Background: an optimization exercise with open tools, aiming at small area, a short achievable clock period and few clock cycles per item. Do not read the settings as production practice.
Where RTL was checked, it was by simulation tests only, not by an equivalence proof against the original.
The RTL of run 1 was laid out without a check of its function.
Power figures rest on the tool's default switching activity, not on a simulated workload.

===== design.v =====
`timescale 1ns / 1ps
`default_nettype none
package imsp_pkg;
	localparam logic [1:0] KIND_CHAR = 2'd0;
	localparam logic [1:0] KIND_EOL  = 2'd1;
	localparam logic [1:0] KIND_EOF  = 2'd2;
	localparam logic [1:0] EV_CHAR   = 2'd0;
	localparam logic [1:0] EV_PARA   = 2'd1;
	localparam logic [1:0] EV_CENTRE = 2'd2;
	localparam logic [1:0] EV_ERROR  = 2'd3;
	localparam int ST_BOLD   = 0;
	localparam int ST_ITALIC = 1;
	localparam int ST_UNDER  = 2;
	localparam int ST_STRIKE = 3;
	localparam logic [15:0] CH_BSLASH = 16'h005C;
	localparam logic [15:0] CH_GT     = 16'h003E;
	localparam logic [15:0] CH_LT     = 16'h003C;
	localparam logic [15:0] CH_STAR   = 16'h002A;
	localparam logic [15:0] CH_UNDER  = 16'h005F;
	localparam logic [15:0] CH_TILDE  = 16'h007E;
	function automatic logic [15:0] hdr_unit(input logic [3:0] pos);
		logic [15:0] u;
		case (pos)
			4'd0: u = 16'h002F;
			4'd1: u = 16'h002A;
			4'd2: u = 16'h004D;
			4'd3: u = 16'h0054;
			4'd4: u = 16'h0058;
			4'd5: u = 16'h0054;
			4'd6: u = 16'h0031;
			4'd7: u = 16'h002A;
			4'd8: u = 16'h002F;
			default: u = '0;
		endcase
		hdr_unit = u;
	endfunction
endpackage
`default_nettype wire
`timescale 1ns / 1ps
`timescale 1ns / 1ps
`timescale 1ns / 1ps
`timescale 1ns / 1ps
`default_nettype none
module inline_markup_style_parser_core (
	input  wire logic        clk,
	input  wire logic        arst_n,
	input  wire logic        items_valid,
	output logic             items_ready,
	input  wire logic [15:0] items_code,
	input  wire logic [1:0]  items_kind,
	output logic             results_valid,
	input  wire logic        results_ready,
	output logic [1:0]       results_event_res,
	output logic [15:0]      results_char_out,
	output logic             results_bold,
	output logic             results_italic,
	output logic             results_underline,
	output logic             results_strike,
	output logic             results_last
);
	localparam logic [3:0] PH_SKIP = 4'd12;
	localparam logic [3:0] PH_ERR  = 4'd13;
	localparam logic [2:0] P_NONE = 3'd0;
	localparam logic [2:0] P_BS   = 3'd1;
	localparam logic [2:0] P_LT   = 3'd2;
	localparam logic [2:0] P_TL   = 3'd3;
	localparam logic [2:0] P_ST1  = 3'd4;
	localparam logic [2:0] P_ST2  = 3'd5;
	localparam int SB = imsp_pkg::ST_BOLD;
	localparam int SI = imsp_pkg::ST_ITALIC;
	localparam int SU = imsp_pkg::ST_UNDER;
	localparam int SS = imsp_pkg::ST_STRIKE;
	logic        s_v, i_v;
	logic [15:0] s_code, i_code;
	logic        s_nc, i_nc;
	logic [1:0]  i_kind;
	logic [3:0]  ph_q;
	logic        body_q;
	logic        first_q, zero_q, cent_q, step_q;
	logic [2:0]  pend_q;
	logic [3:0]  sty_q;
	logic        o_v, o_last;
	logic [1:0]  o_ev;
	logic [15:0] o_ch;
	logic [3:0]  o_sty;
	logic acc, or_free, consume, i_free, rdy_q;
	assign items_ready = rdy_q;
	assign acc         = items_valid && rdy_q && (items_kind != 2'd3);
	assign or_free     = !o_v || results_ready;
	logic [15:0] u_code;
	logic        u_nc;
	assign u_nc   = (items_kind != imsp_pkg::KIND_CHAR);
	assign u_code = {items_code[15:1], u_nc ? items_kind[1] : items_code[0]};
	logic k_char, k_eol, k_eof;
	logic in_hdr, in_skip, in_body;
	logic is_bs, is_lt, is_gt, is_st, is_ul, is_tl, hdr_ok;
	assign i_kind  = !i_nc ? imsp_pkg::KIND_CHAR : (i_code[0] ? imsp_pkg::KIND_EOF : imsp_pkg::KIND_EOL);
	assign k_char  = (i_kind == imsp_pkg::KIND_CHAR);
	assign k_eol   = (i_kind == imsp_pkg::KIND_EOL);
	assign k_eof   = (i_kind == imsp_pkg::KIND_EOF);
	assign in_hdr  = !body_q && !(ph_q[3] && ph_q[2]);
	assign in_skip = !body_q && ph_q[3] && ph_q[2] && !ph_q[0];
	assign in_body = body_q;
	assign is_bs   = (i_code == imsp_pkg::CH_BSLASH);
	assign is_lt   = (i_code == imsp_pkg::CH_LT);
	assign is_gt   = (i_code == imsp_pkg::CH_GT);
	assign is_st   = (i_code == imsp_pkg::CH_STAR);
	assign is_ul   = (i_code == imsp_pkg::CH_UNDER);
	assign is_tl   = (i_code == imsp_pkg::CH_TILDE);
	logic hi0, c_sl, c_m, c_t, c_x, c_1;
	assign hi0    = (i_code[15:8] == 8'h00);
	assign c_sl   = hi0 && (i_code[7:0] == 8'h2F);
	assign c_m    = hi0 && (i_code[7:0] == 8'h4D);
	assign c_t    = hi0 && (i_code[7:0] == 8'h54);
	assign c_x    = hi0 && (i_code[7:0] == 8'h58);
	assign c_1    = hi0 && (i_code[7:0] == 8'h31);
	always_comb begin
		case (ph_q)
			4'd0, 4'd8: hdr_ok = c_sl;
			4'd1, 4'd7: hdr_ok = is_st;
			4'd2:       hdr_ok = c_m;
			4'd3, 4'd5: hdr_ok = c_t;
			4'd4:       hdr_ok = c_x;
			4'd6:       hdr_ok = c_1;
			default:    hdr_ok = 1'b0;
		endcase
	end
	logic        a_para, a_tl, a_lt, has_a, two;
	logic        b_v;
	logic [1:0]  b_ev;
	logic [15:0] b_ch;
	logic [3:0]  b_sty, rs;
	logic        go;
	logic [3:0]  n_ph;
	logic        n_body;
	logic        n_first, n_zero, n_cent;
	logic [2:0]  n_pend;
	logic [3:0]  n_sty;
	assign a_para = in_body && zero_q && !first_q && (k_eol || k_char) && !pp_q;
	assign a_tl   = in_body && k_char && (pend_q == P_TL) && !is_tl;
	assign a_lt   = in_body && k_char && (pend_q == P_LT);
	assign has_a  = a_para || a_tl || a_lt;
	always_comb begin
		n_ph    = ph_q;
		n_body  = body_q;
		n_first = first_q;
		n_zero  = zero_q;
		n_cent  = cent_q;
		n_pend  = pend_q;
		n_sty   = sty_q;
		b_v     = 1'b0;
		b_ev    = imsp_pkg::EV_CHAR;
		b_ch    = '0;
		b_sty   = '0;
		rs      = sty_q;
		go      = 1'b0;
		case (i_kind)
			imsp_pkg::KIND_EOF: begin
				if (in_hdr) begin
					b_v  = 1'b1;
					b_ev = imsp_pkg::EV_ERROR;
				end else if (in_body && !zero_q && (pend_q == P_BS || pend_q == P_TL)) begin
					b_v   = 1'b1;
					b_ch  = (pend_q == P_BS) ? imsp_pkg::CH_BSLASH : imsp_pkg::CH_TILDE;
					b_sty = sty_q;
				end
				n_ph    = 4'd0;
				n_body  = 1'b0;
				n_first = 1'b1;
				n_zero  = 1'b1;
				n_cent  = 1'b0;
				n_pend  = P_NONE;
				n_sty   = '0;
			end
			imsp_pkg::KIND_EOL: begin
				if (in_hdr) begin
					b_v  = 1'b1;
					b_ev = imsp_pkg::EV_ERROR;
					n_ph = PH_ERR;
				end else if (in_skip) begin
					n_body = 1'b1;
				end else if (in_body) begin
					if (!zero_q && (pend_q == P_BS || pend_q == P_TL)) begin
						b_v   = 1'b1;
						b_ch  = (pend_q == P_BS) ? imsp_pkg::CH_BSLASH : imsp_pkg::CH_TILDE;
						b_sty = sty_q;
					end
					n_first = 1'b0;
					n_zero  = 1'b1;
					n_cent  = 1'b0;
					n_pend  = P_NONE;
					n_sty   = '0;
				end
			end
			imsp_pkg::KIND_CHAR: begin
				if (in_hdr) begin
					if (!hdr_ok) begin
						b_v  = 1'b1;
						b_ev = imsp_pkg::EV_ERROR;
						n_ph = PH_ERR;
					end else begin
						n_ph = (ph_q == 4'd8) ? PH_SKIP : ph_q + 4'd1;
					end
				end else if (in_body) begin
					n_first = 1'b0;
					n_zero  = 1'b0;
					if (zero_q && is_gt) begin
						b_v    = 1'b1;
						b_ev   = imsp_pkg::EV_CENTRE;
						n_cent = 1'b1;
					end else begin
						go = 1'b1;
						case (pend_q)
							P_BS: begin
								b_v    = 1'b1;
								b_ch   = i_code;
								b_sty  = sty_q;
								n_pend = P_NONE;
								go     = 1'b0;
							end
							P_TL: begin
								if (is_tl) begin
									n_sty[SS] = ~sty_q[SS];
									n_pend    = P_NONE;
									go        = 1'b0;
								end
							end
							P_ST1: begin
								if (is_st) begin
									n_pend = P_ST2;
									go     = 1'b0;
								end else begin
									rs[SI] = ~sty_q[SI];
								end
							end
							P_ST2: begin
								if (is_st) begin
									n_sty[SB] = ~sty_q[SB];
									n_sty[SI] = ~sty_q[SI];
									n_pend    = P_NONE;
									go        = 1'b0;
								end else begin
									rs[SB] = ~sty_q[SB];
								end
							end
							default: ;
						endcase
						if (go) begin
							n_pend = P_NONE;
							n_sty  = rs;
							if (is_bs) begin
								n_pend = P_BS;
							end else if (is_lt && cent_q) begin
								n_pend = P_LT;
							end else if (is_st) begin
								n_pend = P_ST1;
							end else if (is_ul) begin
								n_sty[SU] = ~rs[SU];
							end else if (is_tl) begin
								n_pend = P_TL;
							end else begin
								b_v   = 1'b1;
								b_ch  = i_code;
								b_sty = rs;
							end
						end
					end
				end
			end
			default: ;
		endcase
	end
	logic adv, bcent_q;
	logic pre_para, pp_q, pp_last;
	assign pre_para = adv && !step_q && in_body && k_eol && !zero_q
		&& (pend_q != P_BS) && (pend_q != P_TL)
		&& acc && (items_kind == imsp_pkg::KIND_CHAR || items_kind == imsp_pkg::KIND_EOL);
	assign pp_last  = (items_kind == imsp_pkg::KIND_EOL)
		|| (items_code == imsp_pkg::CH_BSLASH) || (items_code == imsp_pkg::CH_STAR)
		|| (items_code == imsp_pkg::CH_UNDER) || (items_code == imsp_pkg::CH_TILDE);
	logic plain;
	assign plain = !(is_bs || (is_lt && cent_q) || is_st || is_ul || is_tl);
	assign two   = in_body && k_char && (
		(zero_q && !first_q && !pp_q && (is_gt || plain))
		|| ((pend_q == P_TL || pend_q == P_LT) && plain));
	assign adv     = i_v && or_free;
	assign consume = adv && (step_q || !two);
	assign i_free  = !i_v || consume;
	logic        e_v, e_last, e_a;
	logic [1:0]  e_ev;
	logic [15:0] e_ch;
	logic [3:0]  e_sty;
	assign e_a    = has_a && !step_q;
	assign e_v    = i_v && (step_q || has_a || b_v);
	assign e_last = step_q || !two;
	always_comb begin
		if (step_q) begin
			e_ev  = bcent_q ? imsp_pkg::EV_CENTRE : imsp_pkg::EV_CHAR;
			e_ch  = bcent_q ? 16'h0000 : i_code;
			e_sty = bcent_q ? 4'h0 : sty_q;
		end else if (has_a) begin
			e_ev  = a_para ? imsp_pkg::EV_PARA : imsp_pkg::EV_CHAR;
			e_ch  = a_tl ? imsp_pkg::CH_TILDE : (a_lt ? imsp_pkg::CH_LT : 16'h0000);
			e_sty = a_para ? 4'h0 : sty_q;
		end else begin
			e_ev  = b_ev;
			e_ch  = b_ch;
			e_sty = b_sty;
		end
	end
	always_ff @(posedge clk or negedge arst_n) begin
		if (!arst_n) begin
			s_v     <= 1'b0;
			rdy_q   <= 1'b0;
			i_v     <= 1'b0;
			o_v     <= 1'b0;
			pp_q    <= 1'b0;
			step_q  <= 1'b0;
			ph_q    <= 4'd0;
			body_q  <= 1'b0;
			first_q <= 1'b1;
			zero_q  <= 1'b1;
			cent_q  <= 1'b0;
			pend_q  <= P_NONE;
			sty_q   <= '0;
		end else begin
			s_v   <= !i_free && (s_v || acc);
			rdy_q <= !(!i_free && (s_v || acc));
			if (i_free) begin
				i_v  <= s_v || acc;
				pp_q <= pre_para;
			end
			if (or_free) begin
				o_v <= e_v || pre_para;
			end
			if (adv) begin
				step_q <= two && !step_q;
			end
			if (adv && !step_q) begin
				ph_q    <= n_ph;
				body_q  <= n_body;
				first_q <= n_first;
				zero_q  <= n_zero;
				cent_q  <= n_cent;
				pend_q  <= n_pend;
				sty_q   <= n_sty;
			end
		end
	end
	always_ff @(posedge clk) begin
		if (!s_v) begin
			s_code <= u_code;
			s_nc   <= u_nc;
		end
		if (i_free) begin
			i_code <= s_v ? s_code : u_code;
			i_nc   <= s_v ? s_nc : u_nc;
		end
		if (adv && !step_q) begin
			bcent_q <= (b_ev == imsp_pkg::EV_CENTRE);
		end
		if (or_free) begin
			o_last <= pre_para ? pp_last : e_last;
			o_ev   <= pre_para ? imsp_pkg::EV_PARA : e_ev;
			o_ch   <= e_ch;
			o_sty  <= e_sty;
		end
	end
	assign results_valid     = o_v;
	assign results_event_res = o_ev;
	assign results_char_out  = o_ch;
	assign results_bold      = o_sty[SB];
	assign results_italic    = o_sty[SI];
	assign results_underline = o_sty[SU];
	assign results_strike    = o_sty[SS];
	assign results_last      = o_last;
endmodule
`default_nettype wire

===== flow/run.sh =====
#!/bin/bash
# Standard synthesis, unchanged; then the standard ORFS layout steps with
# the settings below.
set -euo pipefail
bash standard.sh synth > synth.log 2>&1
bash standard.sh \
  BUFFER_PORTS_ARGS=-buffer_cell\ sky130_fd_sc_hd__buf_2 \
  SETUP_SLACK_MARGIN=7.9 \
  CTS_ARGS=-sink_clustering_enable\ -repair_clock_nets\ -dont_use_dummy_load \
  finish > layout.log 2>&1

===== standard.sh =====
#!/bin/bash
# synth_recipe.tcl (not shown) runs the flow's synth.tcl, then flattens the netlist and writes it again
# the make line also repeats each setting of config.mk as NAME=value (left out here)
make -C /OpenROAD-flow-scripts/flow DESIGN_CONFIG=/design/flow/config.mk WORK_HOME=/design/flow/orfs CLKGATE_MAP_FILE= SYNTH_SCRIPT=/design/flow/synth_recipe.tcl "${@:-finish}"

===== config.mk =====
export PLATFORM = sky130hd
export DESIGN_NAME = inline_markup_style_parser_core
export DESIGN_NICKNAME = inline_markup_style_parser_core
export VERILOG_FILES = /design/flow/design.v
export SDC_FILE = /design/flow/constraint.sdc
export NUM_CORES = 4
export LEC_CHECK = 0
export CAP_MARGIN = 20
export CORE_MARGIN = 2
export CORE_UTILIZATION = 60
export SLEW_MARGIN = 20

===== constraint.sdc =====
create_clock -name core_clock -period 11.0 [get_ports {clk}]
set_input_delay 2.2000 -clock core_clock [delete_from_list [all_inputs] [get_ports {clk}]]
set_output_delay 2.2000 -clock core_clock [all_outputs]
set_load 0.01 [all_outputs]

==> flow_metrics.tcl, run 1 <==
set metrics [dict create \
    status "complete, no violations" \
    grt_pass1_vias 2871 \
    worstSetupEndpointType "flip-flop" \
    clk_pin_slew_worst_paths_ps 60 \
    synth_area_per_cell_um2 10.34 \
    finalClockSkew_ps 22.11 \
    hpwl_um 6278 \
    viasPerCell 6.275 \
    cp_data_arrival_time_ps 3440 \
    path_max_fanout 4 \
    drc 0 \
    first_pass_iters 22 \
    drive_above_1_share_pct 25.00 \
    grt_pass1_wl_um 14080 \
    antenna_left 0 \
    insertion_delay_ps 350 \
    rsz0062_at_grt "true" \
    power_frac_clock_pct 18.5 \
    reg2reg_depth 5 \
    period_minus_slack_ps 3280 \
    hp-class "flip-flop to flip-flop" \
    n_antenna_cell 0 \
    finalPower_uw 890.0 \
    place.gp.congestion 0.9634 \
    register_area_mm2 0.002100 \
    r2r_slack_ps 8090 \
    ios 47 \
    multi_input_area_mm2 0.001858 \
    cts_made_buffers 9 \
    cts_tree "done" \
    yosys.area.top_type "edfxtp_1" \
    switching_share_pct 35.26 \
    area_delta_synth_final_pct 13.07 \
    place_inst 489 \
    fp.coreArea_mm2 0.006422 \
    finalCritPeriodShare_pct 29.81 \
    worst_setup_path_start_kind "primary input" \
    wl_um 8925 \
    numClockSinks 79 \
    antenna_found_initial 0 \
    synth-main-ff-cell "edfxtp_1" \
    start_util_pct 62.46 \
    synthesis.nets 414 \
    htreeDepth 3 \
    ctsHoldBuffers 0 \
    slowest_delay_ps 310 \
    combPwrFrac_pct 30.9 \
    hold_start "s_nc$_DFF_P_" \
    routedWlPerCell_um 17.67 \
    ir_worst_vdd_v 0.0001511 \
    worstMarginPinSlew_ps 1016 \
    worst_r2r_startpoint "i_code[6]$_DFFE_PP_" \
    crit_chain "buf_6 > nor2b_4 > or3_4 > inv_6 > nand2_4 > nor4_4 > a311o_1 > nor3_2 > a32oi_1" \
    track_usage_pct 25.08 \
    p_seq_share_pct 50.6 \
    yosysUniqueCellTypes 71 \
    portBuffers 46 \
    r2r-end "i_code[8]$_DFFE_PP_" \
    root_buffer "clkbuf_8" \
    synth_commonest_cells "edfxtp_1 (41), nand2_1 (33), nor2_1 (27)" \
    leakagePower_uw 0.001828 \
    dieArea_mm2 0.007356 \
    nets 456 \
    drv_slew 0 \
    hold_violations 0 \
    path_delay_family "simple AND/OR/NAND/NOR gates" \
    die_x_um 85.77 \
    worstSetupPathType "primary input to flip-flop" \
    crit_buf_inv 2 \
    worstHoldEndpoint "s_nc$_DFF_P_" \
    die_h_um 85.77 \
    yosysWarnings 1 \
    hold_depth 2 \
    synth_most_common_cell "edfxtp_1" \
    intPower_uw 576.2 \
    fmaxAchievable_ghz 0.3049 \
    p_per_area_mw_per_mm2 196.2 \
    ys_seq_elements 79 \
    overflow 0 \
    nFillCells 478 \
    switchingPower_uw 313.8 \
    vias 3169 \
    yosysSeqAreaShare_pct 52.34 \
    tns_ps 0 \
    synthTopCellsByArea "edfxtp_1 (31%), dfrtp_1 (12%), dfxtp_1 (8.5%), mux2_2 (4.2%), o21ai_0 (3.1%)" \
    finalNonFillerCells 505 \
    grt_start_max_net_pins 26 \
    setup_viol 0 \
    synth-edff-count 41 \
    cts_buffer_depth 2 \
    rows 29 \
    slew-limit-headroom_pct 32.25 \
    synth_top_area_share_pct 30.69 \
    drt_first_iter_violations 241 \
    cp_slowest_cell "a311o_1" \
    synthArstFlopShare_pct 26.58 \
    cap_violations 0 \
    syn_area_mm2 0.004011 \
    syn-instance-count 388 \
    crit_required_ps 11160 \
]
flip-flops by register name (all words and copies together) (netlist names), 2 cells and up:
register	flops
i_code	16
o_ch	16
s_code	16
o_sty	4
ph_q	4
sty_q	4
pend_q	3
o_ev	2
per-stage QoR:
stage	instance area (µm²)	utilization [%]	hold WS (ps)	setup slack, ps
after floorplan	4066	-	430.7	7555
after global placement	4290	66.80	445.3	7236
after detailed placement	4290	66.80	458.4	7168
after CTS	4479	69.74	476.7	7784
after global routing	4536	70.62	494.0	7689
final	4536	70.62	472.6	7720
what timing repair did:
| action | 4_1_cts | 5_1_grt |
|---|---|---|
| pin swaps | 6 | 9 |
| resized for setup | 6 | 8 |
| setup buffers | 5 | 1 |
| setup endpoints to repair | 36 | 35 |
| gates cloned | 0 | 1 |
layout by cell type, fill, tap and decap left out, types with 9 or more instances in the layout:
cell type,n
o21ai_0,21
inv_1,17
nor2_1,25
nand2_1,32
dfxtp_1,17
mux2_2,15
dfrtp_1,19
buf_2,45
edfxtp_1,41
a21oi_1,16
nor2b_1,17
nor3_1,11
clkbuf_8,9
per-layer routing:
| metal | up-vias | routed length [µm] | part of all wire [%] | GRT usage (%) |
|---|---|---|---|---|
| met1 | 1503 | 4052 | 45 | 34.70 |
| met2 | 136 | 4032 | 45 | 38.21 |
| met3 | 25 | 578 | 6.5 | 5.871 |
| li1 | 1505 | - | - | - |
| met4 | 0 | 262 | 2.9 | 10.68 |
| met5 | - | 0 | 0 | 0 |
worst max-delay path by stage:
stage / start / to / slack [ps] / cells after the start
global route: results_ready / o_v$_DFFE_PN0N_ / 7690 / 9
CTS: results_ready / o_ev[0]$_SDFFCE_PP1N_ / 7780 / 9
global placement: results_ready / sty_q[2]$_DFFE_PN0P_ / 7240 / 8
finish: results_ready / o_v$_DFFE_PN0N_ / 7720 / 9
detailed placement: results_ready / sty_q[2]$_DFFE_PN0P_ / 7170 / 8
floorplan: results_ready / o_v$_DFFE_PN0N_ / 7560 / 9
kinds of logic after synthesis:
logic type	after synthesis	synth area share [%]
buf+inv	41	4.024
compound gates	97	16.31
mux	19	5.209
simple gates	145	20.18
flops	79	52.34
fa+ha+maj	5	1.497
xor+xnor	2	0.4368
power by group through the flow:
| stage | Combinational, µW | Clock (µW) | Sequential (µW) |
|---|---|---|---|
| 2_1_floorplan | 195 | 0 | 431 |
| 4_1_cts | 260 | 167 | 449 |
| 6_report | 275 | 164 | 450 |
| 3_5_place_dp | 248 | 0 | 455 |
| 3_3_place_gp | 245 | 0 | 453 |
| 5_1_grt | 302 | 177 | 459 |
layout make-up:
type | instances | share of cell area (%)
inverters | 19 | 1.683
multi-input cells | 269 | 40.97
well taps | 77 | 2.124
repair buffers | 52 | 6.207
flip-flops and latches | 79 | 46.29
clock buffers | 9 | 2.731
worst register-to-register path: stages (launching register included):
cell and delay, ps:
edfxtp_1 660, nor2b_1 250, nand4_1 180, a31oi_1 480, nor4_2 140, o21ai_2 810
==> run 2, diff against run 1 <==
--- a/design.v
+++ b/design.v
@@ -271,13 +271,13 @@
 		endcase
 	end
 	logic adv, bcent_q;
-	logic pre_para, pp_q, pp_last;
-	assign pre_para = adv && !step_q && in_body && k_eol && !zero_q
-		&& (pend_q != P_BS) && (pend_q != P_TL)
-		&& acc && (items_kind == imsp_pkg::KIND_CHAR || items_kind == imsp_pkg::KIND_EOL);
-	assign pp_last  = (items_kind == imsp_pkg::KIND_EOL)
-		|| (items_code == imsp_pkg::CH_BSLASH) || (items_code == imsp_pkg::CH_STAR)
-		|| (items_code == imsp_pkg::CH_UNDER) || (items_code == imsp_pkg::CH_TILDE);
+	logic pre_ok, pre_para, pp_q, pp_last;
+	assign pre_ok   = i_v && !step_q && in_body && k_eol && !zero_q
+		&& (pend_q != P_BS) && (pend_q != P_TL);
+	assign pre_para = pre_ok && items_valid && rdy_q && !items_kind[1];
+	assign pp_last  = items_kind[0]
+		|| ((items_code[15:8] == 8'h00) && (items_code[7:0] == 8'h5C || items_code[7:0] == 8'h2A
+		|| items_code[7:0] == 8'h5F || items_code[7:0] == 8'h7E));
 	logic plain;
 	assign plain = !(is_bs || (is_lt && cent_q) || is_st || is_ul || is_tl);
 	assign two   = in_body && k_char && (
@@ -360,8 +360,8 @@
 			bcent_q <= (b_ev == imsp_pkg::EV_CENTRE);
 		end
 		if (or_free) begin
-			o_last <= pre_para ? pp_last : e_last;
-			o_ev   <= pre_para ? imsp_pkg::EV_PARA : e_ev;
+			o_last <= pre_ok ? pp_last : e_last;
+			o_ev   <= {e_ev[1], e_ev[0] || pre_para};
 			o_ch   <= e_ch;
 			o_sty  <= e_sty;
 		end
--- a/config.mk
+++ b/config.mk
@@ -7,5 +7,5 @@
 export LEC_CHECK = 0
 export CAP_MARGIN = 20
 export CORE_MARGIN = 2
-export CORE_UTILIZATION = 60
+export CORE_UTILIZATION = 70
 export SLEW_MARGIN = 20
==> run 2 against run 1 <==
  * Critical endpoint is now o_last$_DFFE_PN_
  * Non-clock buffer count stayed put
  * Largest cell class unchanged
  * Clock skew is 7.3 ps lower
  * Register-to-register slack worse by 80 ps
  * Clock power hardly changed
  * Worst setup slack better by 150 ps
  * Combinational power is 11% lower
  * Synthesized area is 2.1% lower
==> flow_metrics.tcl, run 2 <==
set metrics [dict create \
    drive_above_1_share_pct 25.18 \
    yosysSeqAreaShare_pct 53.47 \
    wl_um 8960 \
    finalClockSkew_ps 14.78 \
    nFillCells 361 \
    switching_share_pct 33.84 \
    place.gp.congestion 0.9751 \
    ios 47 \
    grt_pass1_vias 3044 \
    cap_violations 0 \
    antenna_left 0 \
    synthTopCellsByArea "edfxtp_1 (31%), dfrtp_1 (12%), dfxtp_1 (8.7%), mux2_2 (4.3%), nand2_1 (3.5%)" \
    synth_most_common_cell "edfxtp_1" \
    topRoutingLayerUsed "met4" \
    numClockSinks 79 \
    start_util_pct 71.74 \
    fmaxAchievable_ghz 0.3196 \
    die_h_um 78.89 \
    combPwrFrac_pct 28.6 \
    fp.coreArea_mm2 0.005473 \
    leakagePower_uw 0.001783 \
    switchingPower_uw 288.7 \
    dieArea_mm2 0.006224 \
    wl_met1_um 3646 \
    worst_setup_path_start_kind "primary input" \
    synth_area_per_cell_um2 10.55 \
    first_pass_iters 5 \
    ctsHoldBuffers 0 \
    worstSetupEndpointType "flip-flop" \
    hold_violations 0 \
    worstSetupPathType "primary input to flip-flop" \
    root_buffer "clkbuf_8" \
    n_antenna_cell 0 \
    die_x_um 78.89 \
    synth-main-ff-cell "edfxtp_1" \
    crit_chain "buf_2 > or4_4 > a2111oi_4 > a311oi_2 > nor2_1" \
    tns_ps 0 \
    hp-class "flip-flop to flip-flop" \
    crit_required_ps 11210 \
    cts_tree "done" \
    synth-edff-count 41 \
    viasPerCell 6.395 \
    cts_made_buffers 9 \
    syn_area_mm2 0.003926 \
    syn-instance-count 372 \
    synth_top_area_share_pct 31.36 \
    layout_commonest_cell "buf_2" \
    overflow 0 \
    register_area_mm2 0.002100 \
    status "complete, no violations" \
    synthesis.nets 398 \
    p_seq_share_pct 52.4 \
    p_per_area_mw_per_mm2 191.5 \
    cp_data_arrival_time_ps 3340 \
    insertion_delay_ps 350 \
    yosysUniqueCellTypes 70 \
    fin_util_pct 81.39 \
    intPower_uw 564.4 \
    grt_pass1_wl_um 14810 \
    cts_buffer_depth 2 \
    yosysWarnings 1 \
    area_delta_synth_final_pct 13.45 \
    synthArstFlopShare_pct 26.58 \
    ys_seq_elements 79 \
    cp_slowest_cell "or4_4" \
    track_usage_pct 31.42 \
    grt_start_max_net_pins 22 \
    finalCritPeriodShare_pct 28.45 \
    antenna_found_initial 0 \
    power_frac_clock_pct 19.0 \
    slowest_delay_ps 540 \
    wl_met3_um 735 \
    largestRegisters "i_code x16, o_ch x16, s_code x16" \
    multi_input_area_mm2 0.001788 \
    vias 3127 \
    routedWlPerCell_um 18.32 \
    drt_first_iter_violations 349 \
    rsz0062_at_grt "true" \
    ir_worst_vdd_v 0.0001254 \
    slew-limit-headroom_pct 51.89 \
    dr_wl_met2_um 4382 \
    clk_pin_slew_worst_paths_ps 80 \
    period_minus_slack_ps 3129 \
    yosys.area.top_type "edfxtp_1" \
    portBuffers 46 \
    mostFrequentLayoutCells "buf_2 (45), edfxtp_1 (41), nand2_1 (37)" \
    drc 0 \
    synth_commonest_cells "edfxtp_1 (41), nand2_1 (37), nor2_1 (30)" \
    htreeDepth 3 \
    nets 445 \
    path_max_fanout 2 \
    hpwl_um 6331 \
    setup_viol 0 \
    rows 27 \
    drv_slew 0 \
    worstMarginPinSlew_ps 721.6 \
]
-- run 2: cell types whose count changed after synthesis, moves of 4 or more --
cell     delta
nand2_1     +4
a21o_1      -4
buf_2       -4
nor2b_1    -15
or3_1       -4
o21ai_0     -9
or4_1       +4
and2_1     +12
-- run 2: kinds of logic after synthesis --
kind of cell             Yosys count  synth area share [%]
XOR/XNOR                           4                0.8922
AND/OR/NAND/NOR                  149                 20.65
multiplexers                      19                 5.354
buffers and inverters             33                 3.314
AO/OA/AOI/OAI                     84                 15.04
flip-flops                        79                 53.47
adder cells (fa/ha/maj)            4                 1.275
-- run 2: worst paths after layout --
path,startpoint,end,slack (ps),cells after the start
worst max register to register,i_code[8]$_DFFE_PP_,pp_q$_DFFE_PN0P_,8010,7
worst min-delay path,s_code[7]$_DFF_P_,s_code[7]$_DFF_P_,470,1
min in group asynchronous,arst_n,o_v$_DFFE_PN0N_,1820,1
worst min register to register,s_code[7]$_DFF_P_,s_code[7]$_DFF_P_,470,1
worst max-delay path,items_code[13],o_last$_DFFE_PN_,7870,5
max in group asynchronous,arst_n,first_q$_DFFE_PN1P_,8790,1
-- run 2: power groups by stage --
stage                     clock network (µW)  logic, µW  registers [µW]
after floorplan                            0        173             430
after global placement                     0        221             446
after detailed placement                   0        227             449
after CTS                                164        235             444
after global routing                     175        271             455
final                                    162        244             447
-- run 2: metrics by stage --
stage	power, µW	worst slack [ps]	hold slack [ps]	std cells	instance area [µm²]
floorplan	602.8	7704	430.7	372	3991
global placement	666.8	7452	447.2	473	4232
detailed placement	676.2	7406	457.0	473	4232
CTS	842.7	7903	475.3	485	4389
global route	900.6	7824	487.2	489	4454
finish	853.2	7871	472.4	489	4454
-- run 2: cell type report --
class | count | share of cell area [%]
Clock buffer | 9 | 2.781
Timing Repair inverter | 1 | 0.1685
Sequential cell | 79 | 47.13
Tap cell | 72 | 2.022
Multi-Input combinational cell | 260 | 40.14
Timing Repair Buffer | 52 | 6.320
Inverter | 16 | 1.433
-- run 2: worst max-delay path: cells and delay by family --
family | cells | cell delay [ps]
compound gates | 2 | 360
buf+inv | 1 | 110
simple gates | 2 | 660
-- run 2: timing repair --
| action | CTS | global route |
|---|---|---|
| pin swaps | 0 | 4 |
| gates resized for setup | 2 | 6 |
| endpoints found under the setup margin | 26 | 16 |
| buffers inserted | 2 | 4 |
| gates cloned | 1 | 0 |
-- run 2: per-layer routing --
layer / GRT usage [%] / up-vias
met3: 6.818 / 28
li1: - / 1467
met2: 50.68 / 162
met4: 13.10 / 0
met1: 41.68 / 1470
met5: 0 / -
Testbench counts of run 2, summed over its fixed seeds: cycles 40,349, items 40,240.
==> run 3, diff against run 2 <==
--- a/config.mk
+++ b/config.mk
@@ -7,5 +7,5 @@
 export LEC_CHECK = 0
 export CAP_MARGIN = 20
 export CORE_MARGIN = 2
-export CORE_UTILIZATION = 70
+export CORE_UTILIZATION = 60
 export SLEW_MARGIN = 20
==> run 3 against run 2 <==
  * Still clean on timing, DRC and antenna
  * Die area rose by 16%
  * Hold slack improved by 3.5 ps
  * Flip-flop and latch count did not move
  * Non-clock buffer count rose by 1
  * Combinational power rose by 2%
  * Total power rose by 0.77%
  * Sequential share of layout area fell by 0.29 points
  * Global-route usage fell by 5.3 points
  * Clock power barely moved
  * Sequential power barely moved
  * Routed wire length rose by 0.38%
  * Critical path depth did not move
  * Highest routed layer unchanged
==> flow_metrics.tcl, run 3 <==
set metrics [dict create \
    status "complete, no violations" \
    grt_pass1_wl_um 14550 \
    synth_top_area_share_pct 31.36 \
    yosysSeqAreaShare_pct 53.47 \
    finalCritPeriodShare_pct 28.16 \
    cp_data_arrival_time_ps 3300 \
    grt_pass1_vias 2838 \
    crit_chain "buf_6 > or4_4 > a2111oi_4 > a311oi_2 > nor2_1" \
    period_minus_slack_ps 3097 \
    cts_made_buffers 9 \
    routedWlPerCell_um 18.17 \
    leakagePower_uw 0.001795 \
    fp.coreArea_mm2 0.006350 \
    yosysWarnings 1 \
    p_per_area_mw_per_mm2 191.8 \
    worstSetupEndpointType "flip-flop" \
    die_x_um 84.90 \
    overflow 0 \
    reg2reg_depth 7 \
    wl_um 8994 \
    r2r-end "pp_q$_DFFE_PN0P_" \
    area_delta_synth_final_pct 14.15 \
    root_buffer "clkbuf_8" \
    cts_tree "done" \
    place_area_mm2 0.004238 \
    synth_most_common_cell "edfxtp_1" \
    worstSetupPathType "primary input to flip-flop" \
    rsz0062_at_grt "true" \
    slowest_delay_ps 540 \
    antenna_left 0 \
    clk_pin_slew_worst_paths_ps 70 \
    drt_first_iter_violations 210 \
    crit_required_ps 11200 \
    synth-edff-count 41 \
    yosys.area.top_type "edfxtp_1" \
    synthesis.nets 398 \
    design_area_mm2 0.004482 \
    start_util_pct 61.83 \
    cap_violations 0 \
    crit_end "o_last$_DFFE_PN_" \
    cp_slowest_cell "or4_4" \
    syn_area_mm2 0.003926 \
    insertion_delay_ps 370 \
    largestRegisters "i_code x16, o_ch x16, s_code x16" \
    worstMarginPinSlew_ps 776.4 \
    mostFrequentLayoutCells "buf_2 (44), edfxtp_1 (41), nand2_1 (37)" \
    synth_area_per_cell_um2 10.55 \
    path_depth 5 \
    layout_commonest_cell "buf_2" \
    antenna_found_initial 0 \
    synthTopCellsByArea "edfxtp_1 (31%), dfrtp_1 (12%), dfxtp_1 (8.7%), mux2_2 (4.3%), nand2_1 (3.5%)" \
    htreeDepth 3 \
    track_usage_pct 26.07 \
    ios 47 \
    setup_viol 0 \
    drv_slew 0 \
    synth-main-ff-cell "edfxtp_1" \
    path_delay_family "simple AND/OR/NAND/NOR gates" \
    ys_seq_elements 79 \
    hpwl_um 6363 \
    ir_worst_vdd_v 0.0001217 \
    worst_r2r_startpoint "i_code[8]$_DFFE_PP_" \
    worst_setup_path_start_kind "primary input" \
    viasPerCell 6.081 \
    vias 3010 \
    place.gp.congestion 0.9656 \
    drive_above_1_share_pct 25.36 \
    cts_buffer_depth 2 \
    die_h_um 84.90 \
    hp-class "flip-flop to flip-flop" \
    fmaxAchievable_ghz 0.3229 \
    hold_violations 0 \
    nets 446 \
    grt_start_max_net_pins 22 \
    synthArstFlopShare_pct 26.58 \
    synth_commonest_cells "edfxtp_1 (41), nand2_1 (37), nor2_1 (30)" \
    r2r_slack_ps 7970 \
    crit_start "items_code[13]" \
    finalClockSkew_ps 33.71 \
    path_max_fanout 2 \
    tns_ps 0 \
    syn-instance-count 372 \
    drc 0 \
    slew-limit-headroom_pct 48.24 \
    n_antenna_cell 0 \
    yosysUniqueCellTypes 70 \
    first_pass_iters 5 \
    rows 29 \
    crit_buf_inv 1 \
    dieArea_mm2 0.007207 \
    portBuffers 46 \
    numClockSinks 79 \
]
## run 3: worst min-delay path by stage
stage	from	to	slack (ps)	cells past startpoint
final	s_code[5]$_DFF_P_	s_code[5]$_DFF_P_	480	1
after global routing	s_code[4]$_DFF_P_	s_code[4]$_DFF_P_	500	1
after CTS	s_code[5]$_DFF_P_	s_code[5]$_DFF_P_	480	1
after detailed placement	s_code[3]$_DFF_P_	s_code[3]$_DFF_P_	460	1
after global placement	s_code[7]$_DFF_P_	s_code[7]$_DFF_P_	450	1
after floorplan	s_code[0]$_DFF_P_	s_code[0]$_DFF_P_	430	2
## run 3: metal layers
| metal | part of all wire (%) | track usage [%] |
|---|---|---|
| met5 | 0 | 0 |
| met4 | 1.9 | 10.25 |
| met3 | 5.0 | 4.183 |
| met2 | 47 | 39.37 |
| met1 | 46 | 38.12 |
## run 3: cell families (layout without fill, tap and decap cells)
group,after synthesis,in the layout,synth area share [%]
flip-flops,79,79,53.47
AO/OA/AOI/OAI,84,84,15.04
XOR/XNOR,4,4,0.8922
AND/OR/NAND/NOR,149,149,20.65
adder cells (fa/ha/maj),4,4,1.275
buffers and inverters,33,79,3.314
multiplexers,19,19,5.354
## run 3: stage by stage
stage / hold WS (ps) / util (%) / worst slack (ps) / power [µW] / cells
2_1_floorplan: 430.7 / - / 7704 / 602.8 / 372
3_3_place_gp: 451.6 / 66.74 / 7442 / 671.2 / 478
3_5_place_dp: 458.0 / 66.74 / 7395 / 676.9 / 478
4_1_cts: 477.9 / 69.22 / 7897 / 843.8 / 490
5_1_grt: 496.3 / 70.58 / 7829 / 903.5 / 495
6_report: 475.9 / 70.58 / 7903 / 859.7 / 495
## run 3: cell type report
class	count	area, µm²
Sequential cell	79	2100
Fill cell	479	1868
Timing Repair Buffer	53	299.0
Tap cell	77	96.34
Inverter	16	63.81
Multi-Input combinational cell	260	1792
Timing Repair inverter	1	7.507
Clock buffer	9	123.9
## run 3: timing repair
action                     4_1_cts  5_1_grt
pin swaps                        1        3
hold buffers                     0        0
hold endpoints to repair         0        0
gates resized for setup          2        8
setup endpoints to repair       27       14
buffers inserted                 2        5
cloned                           1        0
## run 3: where the power goes
part	total (µW)	internal [µW]	switching, µW	leakage (µW)
Sequential	445	384	61.5	0.000856
Combinational	250	111	139	0.000874
Clock	164	73.0	91.4	0.0000647
Total	860	568	292	0.00179
==> run 4, diff against run 3 <==
--- a/flow/run.sh
+++ b/flow/run.sh
@@ -6,5 +6,5 @@
 bash standard.sh \
   BUFFER_PORTS_ARGS=-buffer_cell\ sky130_fd_sc_hd__buf_2 \
   SETUP_SLACK_MARGIN=7.9 \
-  CTS_ARGS=-sink_clustering_enable\ -repair_clock_nets\ -dont_use_dummy_load \
+  CTS_ARGS=-sink_clustering_enable\ -repair_clock_nets\ -dont_use_dummy_load\ -buf_list\ sky130_fd_sc_hd__clkbuf_4\ -root_buf\ sky130_fd_sc_hd__clkbuf_8 \
   finish > layout.log 2>&1
==> run 4 against run 3 <==
  * Still clean
  * Clock power about the same
  * Total power did not move
  * Synthesized cell count unchanged
  * Combinational power is essentially flat
  * Final cell count did not move
  * Sequential share of layout area unchanged
  * Clock skew unchanged
  * Largest cell class unchanged
  * Largest power group unchanged
  * Highest routed layer unchanged
==> flow_metrics.tcl, run 4 <==
set metrics [dict create \
    leakagePower_uw 0.001795 \
    fin_util_pct 70.58 \
    synthArstFlopShare_pct 26.58 \
    slowest_delay_ps 540 \
    setup_viol 0 \
    drt_first_iter_violations 210 \
    yosysSeqAreaShare_pct 53.47 \
    dieArea_mm2 0.007207 \
    worstSetupPathType "primary input to flip-flop" \
    p_per_area_mw_per_mm2 191.8 \
    crit_chain "buf_6 > or4_4 > a2111oi_4 > a311oi_2 > nor2_1" \
    synth_most_common_cell "edfxtp_1" \
    numClockSinks 79 \
    wl_um 8994 \
    area_delta_synth_final_pct 14.15 \
    track_usage_pct 26.07 \
    finalCritPeriodShare_pct 28.16 \
    synth_area_per_cell_um2 10.55 \
    ys_seq_elements 79 \
    fmaxAchievable_ghz 0.3229 \
    root_buffer "clkbuf_8" \
    cp_slowest_cell "or4_4" \
    insertion_delay_ps 370 \
    largestRegisters "i_code x16, o_ch x16, s_code x16" \
    worstSetupEndpointType "flip-flop" \
    rows 29 \
    multi_input_area_mm2 0.001792 \
    tns_ps 0 \
    nFillCells 479 \
    ir_worst_vdd_v 0.0001217 \
    period_minus_slack_ps 3097 \
    routedWlPerCell_um 18.17 \
    clk_pin_slew_worst_paths_ps 70 \
    vias 3010 \
    register_area_mm2 0.002100 \
    die_h_um 84.90 \
    first_pass_iters 5 \
    yosys.area.top_type "edfxtp_1" \
    ios 47 \
    drv_slew 0 \
    fp.coreArea_mm2 0.006350 \
    hold_violations 0 \
    cts_buffer_depth 2 \
    cts_tree "done" \
    cp_data_arrival_time_ps 3300 \
    synthTopCellsByArea "edfxtp_1 (31%), dfrtp_1 (12%), dfxtp_1 (8.7%), mux2_2 (4.3%), nand2_1 (3.5%)" \
    synth-edff-count 41 \
    drc 0 \
    yosysUniqueCellTypes 70 \
    slew-limit-headroom_pct 48.24 \
    yosysWarnings 1 \
    hpwl_um 6363 \
    synth-main-ff-cell "edfxtp_1" \
    worstMarginPinSlew_ps 776.4 \
    crit_required_ps 11200 \
    status "complete, no violations" \
    synth_top_area_share_pct 31.36 \
    antenna_found_initial 0 \
    grt_pass1_wl_um 14550 \
    syn_area_mm2 0.003926 \
    n_antenna_cell 0 \
    synthesis.nets 398 \
    viasPerCell 6.081 \
    cts_made_buffers 9 \
    worst_setup_path_start_kind "primary input" \
    synth_commonest_cells "edfxtp_1 (41), nand2_1 (37), nor2_1 (30)" \
    htreeDepth 3 \
    syn-instance-count 372 \
    layout_commonest_cell "buf_2" \
    grt_start_max_net_pins 22 \
    antenna_left 0 \
    drive_above_1_share_pct 25.36 \
    nets 446 \
    path_max_fanout 2 \
    start_util_pct 61.83 \
    rsz0062_at_grt "true" \
    place.gp.congestion 0.9656 \
    portBuffers 46 \
    crit_buf_inv 1 \
    mostFrequentLayoutCells "buf_2 (44), edfxtp_1 (41), nand2_1 (37)" \
    hp-class "flip-flop to flip-flop" \
    die_x_um 84.90 \
    grt_pass1_vias 2838 \
    overflow 0 \
    r2r_slack_ps 7970 \
    path_delay_family "simple AND/OR/NAND/NOR gates" \
    cap_violations 0 \
    finalClockSkew_ps 33.71 \
]
[run 4: cell counts in the layout (fill, tap and decap cells not counted)]
Identical to the previous run, type by type.
[run 4: layout make-up]
class                      count  share of cell area (%)
tap                           77                   2.150
timing repair buffer          53                   6.672
timing repair inverter         1                  0.1675
multi-input combinational    260                   39.98
sequential                    79                   46.85
inverter                      16                   1.424
clock buffer                   9                   2.764
[run 4: worst paths after layout]
| check | from | endpoint | cells past startpoint |
|---|---|---|---|
| min reg2reg | s_code[5]$_DFF_P_ | s_code[5]$_DFF_P_ | 1 |
| max | items_code[13] | o_last$_DFFE_PN_ | 5 |
| max in group asynchronous | arst_n | zero_q$_DFFE_PN1P_ | 1 |
| min | s_code[5]$_DFF_P_ | s_code[5]$_DFF_P_ | 1 |
| min in group asynchronous | arst_n | rdy_q$_DFF_PN0_ | 1 |
| max reg2reg | i_code[8]$_DFFE_PP_ | pp_q$_DFFE_PN0P_ | 7 |
[run 4: repair_timing]
item                                    in CTS  in global routing
endpoints found under the setup margin      27                 14
gates cloned                                 1                  0
gates resized for setup                      2                  8
pin swaps                                    1                  3
hold buffers                                 0                  0
setup buffers                                2                  5
[run 4: worst reg2reg max path, delay by kind of cell (launching register included)]
family / cells / cell delay (ps)
compound gates: 2 / 790
flops: 1 / 440
mux: 1 / 360
simple gates: 4 / 1330
[run 4: kinds of logic (layout without fill, tap and decap cells)]
kind of cell | after synthesis | count (layout) | share of synthesized area, %
buffers and inverters | 33 | 79 | 3.314
adder cells (fa/ha/maj) | 4 | 4 | 1.275
AO/OA/AOI/OAI | 84 | 84 | 15.04
AND/OR/NAND/NOR | 149 | 149 | 20.65
flip-flops | 79 | 79 | 53.47
XOR/XNOR | 4 | 4 | 0.8922
multiplexers | 19 | 19 | 5.354
[run 4: layer usage]
metal / up-vias / share of wire, % / GRT usage [%]
met5: - / 0 / 0
met4: 0 / 1.9 / 10.25
met3: 16 / 5.0 / 4.183
met2: 107 / 47 / 39.37
met1: 1414 / 46 / 38.12
li1: 1473 / - / -
[run 4: where the power goes]
part / internal (µW) / switching [µW]
sequential: 384 / 61.5
combinational: 111 / 139
clock: 73.0 / 91.4
[run 4: metrics by stage]
stage               total power [µW]  std cells  instance area (µm²)  worst slack [ps]  hold slack (ps)
finish                         859.7        495                 4482              7903            475.9
global route                   903.5        495                 4482              7829            496.3
CTS                            843.8        490                 4395              7897            477.9
detailed placement             676.9        478                 4238              7395            458.0
global placement               671.2        478                 4238              7442            451.6
floorplan                      602.8        372                 3991              7704            430.7
==> run 5, diff against run 4 <==
--- a/design.v
+++ b/design.v
@@ -286,28 +286,34 @@
 	assign adv     = i_v && or_free;
 	assign consume = adv && (step_q || !two);
 	assign i_free  = !i_v || consume;
-	logic        e_v, e_last, e_a;
+	logic        e_v, e_last;
 	logic [1:0]  e_ev;
 	logic [15:0] e_ch;
 	logic [3:0]  e_sty;
-	assign e_a    = has_a && !step_q;
-	assign e_v    = i_v && (step_q || has_a || b_v);
+	logic flush_bs, flush_tl, b_code, b_cen, b_err, bv;
+	logic x_emit, sel_code, c_tl, c_lt, c_bs, e_para, e_cen, e_err;
+	logic [3:0] tog;
+	assign flush_bs = in_body && !k_char && !zero_q && (pend_q == P_BS);
+	assign flush_tl = in_body && !k_char && !zero_q && (pend_q == P_TL);
+	assign b_code   = in_body && k_char && !(zero_q && is_gt) && ((pend_q == P_BS) || plain);
+	assign b_cen    = in_body && k_char && zero_q && is_gt;
+	assign b_err    = in_hdr && (!k_char || !hdr_ok);
+	assign bv       = b_code || b_cen || b_err || flush_bs || flush_tl;
+	assign x_emit   = !step_q && !has_a && b_code;
+	assign sel_code = (step_q && !bcent_q) || x_emit;
+	assign c_tl     = !step_q && (a_tl || flush_tl);
+	assign c_lt     = !step_q && a_lt;
+	assign c_bs     = !step_q && flush_bs;
+	assign e_para   = !step_q && a_para;
+	assign e_cen    = (step_q && bcent_q) || (!step_q && !has_a && b_cen);
+	assign e_err    = !step_q && b_err;
+	assign tog      = {2'b00, pend_q == P_ST1, pend_q == P_ST2};
+	assign e_v    = i_v && (step_q || has_a || bv);
 	assign e_last = step_q || !two;
-	always_comb begin
-		if (step_q) begin
-			e_ev  = bcent_q ? imsp_pkg::EV_CENTRE : imsp_pkg::EV_CHAR;
-			e_ch  = bcent_q ? 16'h0000 : i_code;
-			e_sty = bcent_q ? 4'h0 : sty_q;
-		end else if (has_a) begin
-			e_ev  = a_para ? imsp_pkg::EV_PARA : imsp_pkg::EV_CHAR;
-			e_ch  = a_tl ? imsp_pkg::CH_TILDE : (a_lt ? imsp_pkg::CH_LT : 16'h0000);
-			e_sty = a_para ? 4'h0 : sty_q;
-		end else begin
-			e_ev  = b_ev;
-			e_ch  = b_ch;
-			e_sty = b_sty;
-		end
-	end
+	assign e_ev   = {e_cen || e_err, e_para || e_err};
+	assign e_ch   = ({16{sel_code}} & i_code) | ({16{c_tl}} & imsp_pkg::CH_TILDE)
+		| ({16{c_lt}} & imsp_pkg::CH_LT) | ({16{c_bs}} & imsp_pkg::CH_BSLASH);
+	assign e_sty  = (sel_code || c_tl || c_lt || c_bs) ? (sty_q ^ (x_emit ? tog : 4'h0)) : 4'h0;
 	always_ff @(posedge clk or negedge arst_n) begin
 		if (!arst_n) begin
 			s_v     <= 1'b0;
@@ -357,7 +363,7 @@
 			i_nc   <= s_v ? s_nc : u_nc;
 		end
 		if (adv && !step_q) begin
-			bcent_q <= (b_ev == imsp_pkg::EV_CENTRE);
+			bcent_q <= b_cen;
 		end
 		if (or_free) begin
 			o_last <= pre_ok ? pp_last : e_last;
==> flow/run.sh (replaced) <==
#!/bin/bash
# Standard synthesis, unchanged; then the standard ORFS layout steps with
# the settings below.
set -euo pipefail
bash standard.sh synth > synth.log 2>&1
bash standard.sh \
  BUFFER_PORTS_ARGS=-buffer_cell\ sky130_fd_sc_hd__buf_2 \
  SETUP_SLACK_MARGIN=8.1 \
  CTS_ARGS=-sink_clustering_enable\ -repair_clock_nets\ -dont_use_dummy_load \
  finish > layout.log 2>&1
==> run 5 against run 4 <==
  * Still clean on timing, DRC and antenna
  * Combinational power up 9.6%
  * Sequential share of layout area down 1.6 points
  * Count of clock-buffer cells in the layout unchanged
  * Total power up 3.6%
  * Final cell count up 2.6%
  * Sequential power up 2%
  * Largest power group unchanged
  * Highest routed layer unchanged
==> flow_metrics.tcl, run 5 <==
set metrics [dict create \
    cts_tree "done" \
    leakagePower_uw 0.001848 \
    rows 29 \
    cts_made_buffers 9 \
    yosys.area.top_type "edfxtp_1" \
    grt_start_max_net_pins 22 \
    cts_buffer_depth 2 \
    p_per_area_mw_per_mm2 192.0 \
    viasPerCell 5.982 \
    synth_commonest_cells "edfxtp_1 (41), nand2_1 (37), inv_1 (22)" \
    rsz0062_at_grt "true" \
    crit_start "o_ch[8]$_DFFE_PN_" \
    grt_pass1_vias 2906 \
    numClockSinks 79 \
    yosysWarnings 1 \
    drv_slew 0 \
    clk_pin_slew_worst_paths_ps 80 \
    hpwl_um 5989 \
    synthTopCellsByArea "edfxtp_1 (31%), dfrtp_1 (12%), dfxtp_1 (8.6%), mux2_2 (4.3%), nand2_1 (3.5%)" \
    routedWlPerCell_um 17.09 \
    slowest_delay_ps 370 \
    antenna_left 0 \
    worstSetupPathType "flip-flop to output port" \
    grt_pass1_wl_um 14010 \
    status "complete, no violations" \
    finalClockSkew_ps 22.85 \
    first_pass_iters 4 \
    r2r_slack_ps 8290 \
    synth-edff-count 41 \
    multi_input_area_mm2 0.001847 \
    drt_first_iter_violations 293 \
    synth-main-ff-cell "edfxtp_1" \
    layout_commonest_cell "buf_2" \
    setup_viol 0 \
    synth_top_area_share_pct 31.23 \
    portBuffers 46 \
    path_max_fanout 1 \
    fp.coreArea_mm2 0.006350 \
    yosysUniqueCellTypes 72 \
    synth_most_common_cell "edfxtp_1" \
    slew-limit-headroom_pct 39.65 \
    register_area_mm2 0.002100 \
    cap_violations 0 \
    worst_setup_path_start_kind "flip-flop" \
    place_area_mm2 0.004259 \
    p_seq_share_pct 51.2 \
    combPwrFrac_pct 30.7 \
    ios 47 \
    reg2reg_depth 5 \
    area_delta_synth_final_pct 17.61 \
    n_antenna_cell 0 \
    tns_ps 0 \
    wl_um 8684 \
    crit_required_ps 8800 \
    switchingPower_uw 303.5 \
    worstSetupEndpointType "output port" \
    path_depth 1 \
    drive_above_1_share_pct 29.00 \
    vias 3039 \
    start_util_pct 62.09 \
    insertion_delay_ps 340 \
    largestRegisters "i_code x16, o_ch x16, s_code x16" \
    period_minus_slack_ps 3061 \
    nets 459 \
    track_usage_pct 24.92 \
    worst_r2r_startpoint "i_code[2]$_DFFE_PP_" \
    ys_seq_elements 79 \
    crit_buf_inv 1 \
    yosysSeqAreaShare_pct 53.25 \
    synth_area_per_cell_um2 10.51 \
    die_h_um 85.06 \
    hold_violations 0 \
    place.gp.congestion 0.8671 \
    intPower_uw 586.9 \
    nFillCells 481 \
    root_buffer "clkbuf_8" \
    crit_chain "buf_2" \
    dpl_worst_slack_ps 7264 \
    htreeDepth 3 \
    overflow 0 \
    design_area_mm2 0.004637 \
    worst_slack_ps 7939 \
    hp-class "flip-flop to flip-flop" \
    syn-instance-count 375 \
    cp_slowest_cell "edfxtp_1" \
    worstMarginPinSlew_ps 897.0 \
    power_frac_clock_pct 18.1 \
    cp_data_arrival_time_ps 860 \
    fmaxAchievable_ghz 0.3267 \
    die_x_um 85.06 \
    r2r-end "o_ev[0]$_DFFE_PN_" \
    switching_share_pct 34.09 \
    dieArea_mm2 0.007235 \
    path_delay_family "flip-flops" \
    finalCritPeriodShare_pct 27.83 \
    ir_worst_vdd_v 0.0001300 \
    synthArstFlopShare_pct 26.58 \
    syn_area_mm2 0.003943 \
    drc 0 \
    synthesis.nets 401 \
    antenna_found_initial 0 \
    mostFrequentLayoutCells "buf_2 (45), edfxtp_1 (41), nand2_1 (35)" \
    crit_end "results_char_out[8]" \
]
-- run 5: changes by cell type after synthesis, sizes merged, moves of 3 or more --
cell	previous run	this run
and2	14	1
inv	16	22
nand3	6	13
nand3b	1	4
nor2	31	19
nor2b	3	15
nor4	3	6
o21bai	0	4
or2	4	1
-- run 5: layout make-up --
type	instances	area share, %
timing repair buffer	60	7.960
timing repair inverter	2	0.3238
multi-input combinational	259	39.83
clock buffer	9	2.671
inverter	22	1.862
tap	77	2.078
sequential	79	45.28
-- run 5: cells by family (layout without fill, tap and decap cells) --
kind of cell | count (synthesis) | after routing | share of synthesized area [%]
AO/OA/AOI/OAI | 81 | 82 | 13.96
AND/OR/NAND/NOR | 152 | 152 | 21.93
adder cells (fa/ha/maj) | 5 | 5 | 1.523
multiplexers | 17 | 17 | 4.792
flip-flops | 79 | 79 | 53.25
XOR/XNOR | 3 | 3 | 0.6666
buffers and inverters | 38 | 93 | 3.872
-- run 5: tightest hold or removal path, stage by stage, from the launching register on --
cell and delay [ps]:
dfxtp_1 310, nand2_1 40, o21ai_0 80
-- run 5: routing by layer --
metal  share of wire, %  GRT usage [%]
met2                 46          38.07
met1                 46          34.91
met5                  0              0
met4                1.4          8.947
met3                7.3          6.128
-- run 5: timing repair --
| action | in CTS | in global routing |
|---|---|---|
| hold buffers | 0 | 0 |
| gates cloned | 2 | 1 |
| buffers inserted | 9 | 5 |
| gates resized for setup | 8 | 17 |
| setup endpoints to repair | 96 | 68 |
| pin swaps | 5 | 6 |
-- run 5: metrics by stage --
stage	hold WS, ps	cells	power [µW]	utilization, %
4_1_cts	470.7	502	873.4	71.00
6_report	462.0	508	890.5	73.02
2_1_floorplan	426.6	375	616.8	-
3_3_place_gp	442.0	482	683.4	67.07
3_5_place_dp	455.0	482	689.2	67.07
5_1_grt	487.2	508	941.8	73.02
-- run 5: power by group through the flow --
stage / combinational (µW) / sequential (µW) / clock (µW)
after detailed placement: 231 / 459 / 0
after CTS: 254 / 454 / 165
after global routing: 298 / 466 / 178
final: 274 / 456 / 161
after floorplan: 176 / 440 / 0
after global placement: 226 / 457 / 0
-- run 5: worst min path at each step --
| stage | start | end | cells after the start |
|---|---|---|---|
| 2_1_floorplan | s_code[0]$_DFF_P_ | s_code[0]$_DFF_P_ | 2 |
| 3_3_place_gp | s_code[0]$_DFF_P_ | s_code[0]$_DFF_P_ | 2 |
| 3_5_place_dp | s_code[0]$_DFF_P_ | s_code[0]$_DFF_P_ | 2 |
| 4_1_cts | s_code[0]$_DFF_P_ | s_code[0]$_DFF_P_ | 2 |
| 5_1_grt | s_code[6]$_DFF_P_ | s_code[6]$_DFF_P_ | 1 |
| 6_report | s_code[0]$_DFF_P_ | s_code[0]$_DFF_P_ | 2 |
Testbench counts of run 5, summed over its fixed seeds: cycles 40,349, items 40,240.
==> run 6, diff against run 5 <==
--- a/flow/run.sh
+++ b/flow/run.sh
@@ -5,6 +5,6 @@
 bash standard.sh synth > synth.log 2>&1
 bash standard.sh \
   BUFFER_PORTS_ARGS=-buffer_cell\ sky130_fd_sc_hd__buf_2 \
-  SETUP_SLACK_MARGIN=8.1 \
+  SETUP_SLACK_MARGIN=7.7 \
   CTS_ARGS=-sink_clustering_enable\ -repair_clock_nets\ -dont_use_dummy_load \
   finish > layout.log 2>&1
==> run 6 against run 5 <==
  * Still clean
  * Hold slack improved by 8.7 ps
  * Clock power increased by 2%
  * Synthesized area unchanged
  * Non-clock buffer count decreased by 13
  * Design area decreased by 5.1%
  * Global-route usage increased by 0.057 points
  * Routed wire length decreased by 1.2%
  * Critical endpoint is now pend_q[2]$_DFFE_PN0P_
==> flow_metrics.tcl, run 6 <==
set metrics [dict create \
    status "complete, no violations" \
    tns_ps 0 \
    leakagePower_uw 0.001753 \
    viasPerCell 6.160 \
    worstMarginPinSlew_ps 777.4 \
    numClockSinks 79 \
    synth-main-ff-cell "edfxtp_1" \
    htreeDepth 3 \
    area_delta_synth_final_pct 11.58 \
    setup_viol 0 \
    ys_seq_elements 79 \
    cpMostUsedCell "o21ai_2" \
    ctsHoldBuffers 0 \
    yosysSeqAreaShare_pct 53.25 \
    synthArstFlopShare_pct 26.58 \
    fmaxAchievable_ghz 0.3124 \
    dpl_worst_slack_ps 6783 \
    die_x_um 85.06 \
    drt_first_iter_violations 236 \
    drive_above_1_share_pct 23.56 \
    synthesis.nets 401 \
    fp.coreArea_mm2 0.006350 \
    path_delay_family "compound AO/OA/AOI/OAI gates" \
    clk_pin_slew_worst_paths_ps 80 \
    rsz0062_at_grt "false" \
    worst_setup_path_start_kind "primary input" \
    grt_start_max_net_pins 22 \
    portBuffers 46 \
    drv_slew 0 \
    ios 47 \
    dieArea_mm2 0.007235 \
    rows 29 \
    routedWlPerCell_um 17.40 \
    cp_slowest_cell "nor2b_4" \
    slew-limit-headroom_pct 47.69 \
    path_max_fanout 12 \
    mostFrequentLayoutCells "buf_2 (46), edfxtp_1 (41), nand2_1 (36)" \
    die_h_um 85.06 \
    antenna_left 0 \
    wl_um 8577 \
    period_minus_slack_ps 3201 \
    yosys.area.top_type "edfxtp_1" \
    yosysWarnings 1 \
    start_util_pct 62.09 \
    p_per_area_mw_per_mm2 194.2 \
    cap_violations 0 \
    nets 444 \
    vias 3037 \
    worstSetupPathType "primary input to flip-flop" \
    synth_area_per_cell_um2 10.51 \
    ir_worst_vdd_v 0.0001426 \
    cts_made_buffers 9 \
    finalCritPeriodShare_pct 29.10 \
    antenna_found_initial 0 \
    synth_top_area_share_pct 31.23 \
    layout_commonest_cell "buf_2" \
    largestRegisters "i_code x16, o_ch x16, s_code x16" \
    crit_buf_inv 1 \
    synth_most_common_cell "edfxtp_1" \
    worst_slack_ps 7799 \
    cts_tree "done" \
    crit_required_ps 11260 \
    place.gp.congestion 0.8862 \
    hpwl_um 6189 \
    drc 0 \
    first_pass_iters 5 \
    slowest_delay_ps 310 \
    root_buffer "clkbuf_8" \
    hold_violations 0 \
    cp_data_arrival_time_ps 3460 \
    syn_area_mm2 0.003943 \
    cts_buffer_depth 2 \
    synth-edff-count 41 \
    worstSetupEndpointType "flip-flop" \
    crit_chain "buf_2 > nor2b_4 > nor2_4 > o21a_2 > o21ai_2 > o21ai_2 > a221oi_2" \
    synthTopCellsByArea "edfxtp_1 (31%), dfrtp_1 (12%), dfxtp_1 (8.6%), mux2_2 (4.3%), nand2_1 (3.5%)" \
    insertion_delay_ps 360 \
    yosysUniqueCellTypes 72 \
    finalClockSkew_ps 25.11 \
    grt_pass1_vias 2785 \
    grt_pass1_wl_um 14020 \
    track_usage_pct 24.97 \
    synth_commonest_cells "edfxtp_1 (41), nand2_1 (37), inv_1 (22)" \
    syn-instance-count 375 \
    n_antenna_cell 0 \
    hp-class "flip-flop to flip-flop" \
    overflow 0 \
]
[run 6: changes by cell type in the layout (fill, tap and decap cells not counted), moves of 2 or more]
| cell | before | now |
|---|---|---|
| o21ai_0 | 12 | 17 |
| o21ai_1 | 8 | 5 |
| nor4_1 | 3 | 5 |
| a21oi_1 | 15 | 17 |
| buf_4 | 9 | 1 |
| o21ai_4 | 4 | 1 |
| nor4_2 | 2 | 0 |
| buf_6 | 5 | 0 |
| a21oi_2 | 2 | 0 |
[run 6: cell families (layout without fill, tap and decap cells)]
family,after synthesis,in the layout,synth area share (%)
AOI/OAI and AO/OA,81,81,13.96
xor gates and xnor gates,3,3,0.6666
adders and majority gates,5,5,1.523
buffers and inverters,38,79,3.872
DFF,79,79,53.25
muxes,17,17,4.792
and+or+nand+nor,152,152,21.93
[run 6: power by group]
group | switching [µW] | internal [µW]
clock | 91.8 | 73.1
sequential | 63.8 | 389
combinational | 138 | 99.0
total | 293 | 561
[run 6: area by class of cell]
cell class,instances,area (µm²)
Clock buffer,9,123.9
Fill cell,496,1951
Inverter,22,86.33
Multi-Input combinational cell,258,1748
Sequential cell,79,2100
Tap cell,77,96.34
Timing Repair Buffer,47,237.7
Timing Repair inverter,1,7.507
[run 6: worst register-to-register path, delay by kind of cell, from the launching register on]
kind,cells,cell delay (ps)
DFF,1,430
and+or+nand+nor,3,1240
AOI/OAI and AO/OA,3,970
[run 6: stage by stage]
step           util (%)  instances  total power, µW  hold WS, ps  instance area, µm²
4_1_cts           68.87        492            852.1        478.8                4373
6_report          69.28        493            854.5        470.7                4399
3_5_place_dp      66.68        482            687.1        458.8                4234
3_3_place_gp      66.68        482            678.7        454.5                4234
2_1_floorplan         -        375            612.2        426.6                3988
5_1_grt           69.28        493            901.9        496.9                4399
[run 6: worst paths after layout]
check                                     startpoint                     to  slack, ps  depth (start not counted)
worst max-delay path                   results_ready  pend_q[2]$_DFFE_PN0P_       7800                          7
worst min-delay path               s_code[0]$_DFF_P_      s_code[0]$_DFF_P_        470                          2
worst max register to register  i_code[11]$_DFFE_PP_      o_ch[5]$_DFFE_PN_       8050                          6
worst min register to register     s_code[0]$_DFF_P_      s_code[0]$_DFF_P_        470                          2
max in group asynchronous                     arst_n     zero_q$_DFFE_PN1P_       8810                          1
min in group asynchronous                     arst_n  pend_q[2]$_DFFE_PN0P_       1810                          1
[run 6: routing by layer]
| layer | vias up | GRT usage, % | share of wire [%] |
|---|---|---|---|
| met1 | 1410 | 36.99 | 46 |
| met2 | 142 | 36.86 | 45 |
| met4 | 0 | 8.514 | 1.6 |
| met3 | 17 | 5.253 | 7.8 |
| li1 | 1468 | - | - |
| met5 | - | 0 | 0 |
[run 6: timing repair]
item | CTS | global route
setup buffers | 0 | 1
setup endpoints to repair | 52 | 24
gates resized for setup | 3 | 4
cloned | 1 | 0
hold endpoints to repair | 0 | 0
pin swaps | 0 | 1

static timing again, ports no longer ideal:
Ports are ideal in the flow. The routed layouts listed here were re-timed in OpenROAD. Step 1 sets driving cells, clkbuf_16 on the clock port and buf_2 on the other inputs (assumed; they add their load-dependent delay and slew). Step 2 adds t to the input delays and takes it off the output delays; t is the mean of the earliest and latest rising clock arrival at the registers after step 1. Input paths then give back, and output paths get back, about the clock's delay inside the block. a / b / c = ideal ports / drivers / drivers and shift; a / b = the first two.
| run | shift t [ns] | setup slack, ns | latest minus earliest clock arrival (ns) |
|---|---|---|---|
| run 1 | 0.373 | 7.720 / 7.721 / 7.348 | 0.022 / 0.022 |
| run 2 | 0.365 | 7.871 / 7.864 / 7.498 | 0.015 / 0.015 |
| run 3 | 0.381 | 7.903 / 7.872 / 7.519 | 0.034 / 0.034 |
| run 4 | 0.381 | 7.903 / 7.872 / 7.519 | 0.034 / 0.034 |
| run 5 | 0.361 | 7.939 / 7.908 / 7.604 | 0.023 / 0.023 |
| run 6 | 0.377 | 7.799 / 7.808 / 7.432 | 0.026 / 0.025 |
After both steps setup and hold are still met in every run listed.
